This design comes from an exercise in tuning for small area on the open sky130 flow, not from production work. Only simulation tests tie the RTL to the original design; equivalence was not proved. No activity file was given, so power comes from the tool's default toggle rates.

==> flow/design.v <==
package regfile_pkg;
    localparam int XLEN_DEF  = 32;
    localparam int NREGS_DEF = 32;
    localparam int NRD_DEF   = 2;
    localparam int ZERO_REG  = 0;
endpackage
import regfile_pkg::*;
module regfile_scoreboard
#(
    parameter int NR = NREGS_DEF - 1
)(
    input  logic          live,
    input  logic [NR-1:0] pend_n,
    output logic          any_pending
);
    assign any_pending = live & ~(&pend_n);
endmodule
import regfile_pkg::*;
module regfile_mp
#(
    parameter int XLEN  = XLEN_DEF,
    parameter int NREGS = NREGS_DEF,
    parameter int NRD   = NRD_DEF,
    localparam int AW   = ((NREGS > 1) ? $clog2(NREGS) : 1)
)(
    input  logic                clk,
    input  logic                rst_n,
    input  logic [NRD*AW-1:0]   rd_addr,
    output logic [NRD*XLEN-1:0] rd_data,
    output logic [NRD-1:0]      rd_pending,
    input  logic                wa_en,
    input  logic [AW-1:0]       wa_addr,
    input  logic [XLEN-1:0]     wa_data,
    input  logic                wb_en,
    input  logic [AW-1:0]       wb_addr,
    input  logic [XLEN-1:0]     wb_data,
    input  logic                issue_en,
    input  logic [AW-1:0]       issue_addr,
    input  logic                flush,
    output logic                any_pending
);
    localparam int NR = NREGS - 1;    
    logic            live, live_nf;
    logic [3:0]      pa_lo, pb_lo, pi_lo;
    logic [7:0]      pa_hi, pb_hi, pi_hi;
    logic [3:0]      pr_lo [NRD];
    logic [7:0]      pr_hi [NRD];
    logic [NR-1:0]   sel_a, sel_b, hold;
    logic [NR-1:0]   pend_n, pend_n_next;
    logic [NR-1:0]   rsel_n [NRD];
    logic [NR*XLEN-1:0] regs_n;
    always_ff @(posedge clk or negedge rst_n) begin
        if (!rst_n) live <= 1'b0;
        else        live <= 1'b1;
    end
    assign live_nf = live & ~flush;
    regfile_predec u_pa (.en(wa_en),    .addr(wa_addr),    .lo(pa_lo), .hi(pa_hi));
    regfile_predec u_pb (.en(wb_en),    .addr(wb_addr),    .lo(pb_lo), .hi(pb_hi));
    regfile_predec u_pi (.en(issue_en), .addr(issue_addr), .lo(pi_lo), .hi(pi_hi));
    for (genvar k = 0; k < NRD; k++) begin : g_prd
        regfile_predec u_pr (.en(live), .addr(rd_addr[k*AW +: AW]), .lo(pr_lo[k]), .hi(pr_hi[k]));
    end
    for (genvar i = 0; i < NR; i++) begin : g_row
        localparam int R = i + 1;
        regfile_rowctl u_ctl (
            .a_lo        (pa_lo[R % 4]), .a_hi (pa_hi[R / 4]),
            .b_lo        (pb_lo[R % 4]), .b_hi (pb_hi[R / 4]),
            .i_lo        (pi_lo[R % 4]), .i_hi (pi_hi[R / 4]),
            .live        (live),
            .live_nf     (live_nf),
            .pend_n      (pend_n[i]),
            .sel_a       (sel_a[i]),
            .sel_b       (sel_b[i]),
            .hold        (hold[i]),
            .pend_n_next (pend_n_next[i])
        );
        for (genvar k = 0; k < NRD; k++) begin : g_rs
            regfile_nand2 u_rs (.a(pr_lo[k][R % 4]), .b(pr_hi[k][R / 4]), .y(rsel_n[k][i]));
        end
    end
    always_ff @(posedge clk)
        pend_n <= pend_n_next;
    for (genvar i = 0; i < NR; i++) begin : g_reg
        logic [XLEN-1:0] q_n, d_n;
        for (genvar j = 0; j < XLEN; j++) begin : g_bit
            regfile_wcell u_cell (
                .a    (sel_a[i]),
                .b    (sel_b[i]),
                .h    (hold[i]),
                .wa   (wa_data[j]),
                .wb   (wb_data[j]),
                .q_n  (q_n[j]),
                .d_n  (d_n[j])
            );
        end
        always_ff @(posedge clk)
            q_n <= d_n;
        assign regs_n[i*XLEN +: XLEN] = q_n;
    end
    for (genvar k = 0; k < NRD; k++) begin : g_rd
        for (genvar j = 0; j < XLEN; j++) begin : g_bit
            logic [NR-1:0] col_n;
            for (genvar i = 0; i < NR; i++) begin : g_col
                assign col_n[i] = regs_n[i*XLEN + j];
            end
            regfile_rdbit #(.N(NR)) u_bit (
                .sel_n (rsel_n[k]),
                .dat_n (col_n),
                .y     (rd_data[k*XLEN + j])
            );
        end
        regfile_rdbit #(.N(NR)) u_pend (
            .sel_n (rsel_n[k]),
            .dat_n (pend_n),
            .y     (rd_pending[k])
        );
    end
    regfile_scoreboard #(.NR(NR)) u_scoreboard (
        .live        (live),
        .pend_n      (pend_n),
        .any_pending (any_pending)
    );
endmodule
module regfile_predec (
    input  logic       en,
    input  logic [4:0] addr,
    output logic [3:0] lo,
    output logic [7:0] hi
);
    for (genvar m = 0; m < 4; m++) begin : g_lo
        assign lo[m] = en & (addr[1:0] == 2'(m));
    end
    for (genvar m = 0; m < 8; m++) begin : g_hi
        assign hi[m] = (addr[4:2] == 3'(m));
    end
endmodule
module regfile_rowctl (
    input  logic a_lo, a_hi,
    input  logic b_lo, b_hi,
    input  logic i_lo, i_hi,
    input  logic live,
    input  logic live_nf,
    input  logic pend_n,
    output logic sel_a,
    output logic sel_b,
    output logic hold,
    output logic pend_n_next
);
    logic ha_n, hb_n, hi_n, keep_n;
    regfile_nand2 u_ha (.a(a_lo), .b(a_hi), .y(ha_n));
    regfile_nand2 u_hb (.a(b_lo), .b(b_hi), .y(hb_n));
    regfile_nand2 u_hi (.a(i_lo), .b(i_hi), .y(hi_n));
    assign sel_b       = ~hb_n;
    assign sel_a       = ~ha_n & hb_n;
    assign hold        = live & ha_n & hb_n;
    assign keep_n      = ~(live_nf & ha_n & hb_n);
    assign pend_n_next = (pend_n | keep_n) & hi_n;
endmodule
module regfile_wcell (
    input  logic a,
    input  logic b,
    input  logic h,
    input  logic wa,
    input  logic wb,
    input  logic q_n,
    output logic d_n
);
    assign d_n = ~((a & wa) | (b & wb) | (h & ~q_n));
endmodule
module regfile_rdbit
#(
    parameter int N = 31
)(
    input  logic [N-1:0] sel_n,
    input  logic [N-1:0] dat_n,
    output logic         y
);
    localparam int NP = (N + 1) / 2;       
    localparam int NG = (NP + 3) / 4;      
    logic [4*NG-1:0] t;
    logic [NG-1:0]   g;
    for (genvar p = 0; p < N / 2; p++) begin : g_pair
        regfile_o22ai u_pair (
            .a1 (sel_n[2*p]),   .a2 (dat_n[2*p]),
            .b1 (sel_n[2*p+1]), .b2 (dat_n[2*p+1]),
            .y  (t[p])
        );
    end
    if (N % 2) begin : g_odd
        regfile_nor2 u_last (.a(sel_n[N-1]), .b(dat_n[N-1]), .y(t[NP-1]));
    end
    if (4*NG > NP) begin : g_pad
        assign t[4*NG-1:NP] = '0;
    end
    for (genvar q = 0; q < NG; q++) begin : g_grp
        regfile_or4 u_or (.a(t[4*q]), .b(t[4*q+1]), .c(t[4*q+2]), .d(t[4*q+3]), .y(g[q]));
    end
    assign y = |g;
endmodule
module regfile_o22ai (
    input  logic a1, a2, b1, b2,
    output logic y
);
    assign y = ~((a1 | a2) & (b1 | b2));
endmodule
module regfile_nor2 (
    input  logic a, b,
    output logic y
);
    assign y = ~(a | b);
endmodule
module regfile_nand2 (
    input  logic a, b,
    output logic y
);
    assign y = ~(a & b);
endmodule
module regfile_or4 (
    input  logic a, b, c, d,
    output logic y
);
    assign y = a | b | c | d;
endmodule
==> flow/config.mk <==
export PLATFORM = sky130hd
export DESIGN_NAME = regfile_mp
export DESIGN_NICKNAME = regfile_mp
export VERILOG_FILES = /design/flow/design.v
export SDC_FILE = /design/flow/constraint.sdc
export NUM_CORES = 4
export LEC_CHECK = 0
export CAP_MARGIN = 20
export CELL_PAD_IN_SITES_DETAIL_PLACEMENT = 2
export CELL_PAD_IN_SITES_GLOBAL_PLACEMENT = 2
export CORE_MARGIN = 2
export CORE_UTILIZATION = 30
export CTS_BUF_LIST = sky130_fd_sc_hd__clkbuf_16
export CTS_CLUSTER_DIAMETER = 80
export CTS_CLUSTER_SIZE = 20
export SLEW_MARGIN = 20
export SYNTH_HIERARCHICAL = 1
export SYNTH_MINIMUM_KEEP_SIZE = 0
==> flow/constraint.sdc <==
create_clock -name core_clock -period 8.0 [get_ports {clk}]
set_input_delay 1.6000 -clock core_clock [delete_from_list [all_inputs] [get_ports {clk}]]
set_output_delay 1.6000 -clock core_clock [all_outputs]
set_load 0.01 [all_outputs]
run.sh (not shown) runs the stock make flow with config.mk's settings and CLKGATE_MAP_FILE= SYNTH_SCRIPT=/design/flow/synth_recipe.tcl, a recipe that flattens the netlist after the stock synthesis.
The starting point finished with timing, DRC and antenna clean.
Edit:
==> flow/flow/run.sh (new file) <==
#!/bin/bash
# The standard layout, with each input and output port buffered by a buf_1 instead of
# the cell buffer_ports picks by default. All of ORFS's output goes to standard.log here;
# ORFS's own per-step logs stay under orfs/logs/.
set -euo pipefail
export BUFFER_PORTS_ARGS="-buffer_cell sky130_fd_sc_hd__buf_1"
bash standard.sh > standard.log 2>&1
==> flow/standard.sh (new file) <==
#!/bin/bash
# synth_recipe.tcl (not shown) runs the flow's synth.tcl, then flattens the netlist and writes it again
# the make line also repeats each setting of config.mk as NAME=value (left out here)
make -C /OpenROAD-flow-scripts/flow DESIGN_CONFIG=/design/flow/config.mk WORK_HOME=/design/flow/orfs CLKGATE_MAP_FILE= SYNTH_SCRIPT=/design/flow/synth_recipe.tcl "${@:-finish}"
removed: flow/run.sh
After rerunning: The changed run finished clean; total power drops by 1.3%; cell area drops by 2.8%; combinational power drops by about 7%; cell count hardly moves; core utilization drops by 1.0 points; worst setup slack gets better by 0.69 ns; via count barely changes; synthesized area stays the same; non-clock buffer count drops by 20; routed wire length drops by 2.7%; die area is unchanged.

Another version of the RTL of regfile_mp (not shown whole).
Size in the first run: ~3900 cells after synthesis, ~1000 flip-flops, ~43000 µm² of cells after synthesis.
Settings: LEC_CHECK=0, CAP_MARGIN=20, CELL_PAD_IN_SITES_DETAIL_PLACEMENT=2, CELL_PAD_IN_SITES_GLOBAL_PLACEMENT=2, CORE_MARGIN=2, CORE_UTILIZATION=30, CTS_BUF_LIST=sky130_fd_sc_hd__clkbuf_16, CTS_CLUSTER_DIAMETER=80, CTS_CLUSTER_SIZE=20, SLEW_MARGIN=20, SYNTH_HIERARCHICAL=1, SYNTH_MINIMUM_KEEP_SIZE=0; clock period 8.0 ns.
Stock flow here: none of the scripts above is used.
The baseline ran to the end with no violations.
Rerun with:
==> flow/flow/run.sh (new file) <==
#!/bin/bash
# The standard layout, with each input and output port buffered by a buf_1 instead of
# the cell buffer_ports picks by default. All of ORFS's output goes to standard.log here;
# ORFS's own per-step logs stay under orfs/logs/.
set -euo pipefail
export BUFFER_PORTS_ARGS="-buffer_cell sky130_fd_sc_hd__buf_1"
bash standard.sh > standard.log 2>&1
==> flow/standard.sh (new file) <==
#!/bin/bash
# synth_recipe.tcl (not shown) runs the flow's synth.tcl, then flattens the netlist and writes it again
# the make line also repeats each setting of config.mk as NAME=value (left out here)
make -C /OpenROAD-flow-scripts/flow DESIGN_CONFIG=/design/flow/config.mk WORK_HOME=/design/flow/orfs CLKGATE_MAP_FILE= SYNTH_SCRIPT=/design/flow/synth_recipe.tcl "${@:-finish}"
removed: flow/run.sh
Outcome:
- The changed run passed the timing, DRC and antenna checks
- utilization goes down by 1.2 points
- final cell count goes down slightly
- total power goes down by a few percent
- worst hold slack hardly moves
- count of clock-buffer cells in the layout goes down by 4
- first-iteration DRC count goes down by a few percent
Rerun with:
CTS_CLUSTER_DIAMETER = 100   (was 80)
CTS_CLUSTER_SIZE = 24   (was 20)
After rerunning: Utilization falls by 0.60 points; die area is unchanged; setup slack is better by 0.016 ns.

-- separate check: timing with driven ports --
How much do the figures lean on ideal ports? The routed layouts below were timed once more, with nothing changed but the port constraints.
Step 1 assumes that a clkbuf_16 drives the clock port and a buf_2 every other input.
Step 2, shift: input delay + t, output delay - t, t = (earliest + latest rising clock arrival at the registers) / 2. This alone moves slack from input paths to output paths.
Slacks: no drivers / after step 1 / after step 2; pairs: no drivers / after step 1.
run | t (ns) | setup slack, ns | worst setup path after step 2 | clock arrival spread, ns | worst data-port slew with drivers (ns)
the first run of note 1 | 0.814 | 0.571 / 0.546 / 0.546 | input to output | 0.042 / 0.041 | 0.19
the second run of note 1 | 0.815 | 1.262 / 1.169 / 1.170 | input to output | 0.041 / 0.041 | 0.39
the first run of note 2 | 0.801 | 0.574 / 0.540 / 0.540 | input to output | 0.038 / 0.038 | 0.24
the second run of note 2 | 0.793 | 0.870 / 0.808 / 0.808 | input to output | 0.051 / 0.051 | 0.18
the third run of note 2 | 0.802 | 0.886 / 0.834 / 0.834 | input to output | 0.034 / 0.034 | 0.19
After both steps setup and hold are still met in every run listed. For the second run of note 1, which loses most, drivers alone change the setup slack by -0.093 ns; drivers and shift together by -0.092 ns.
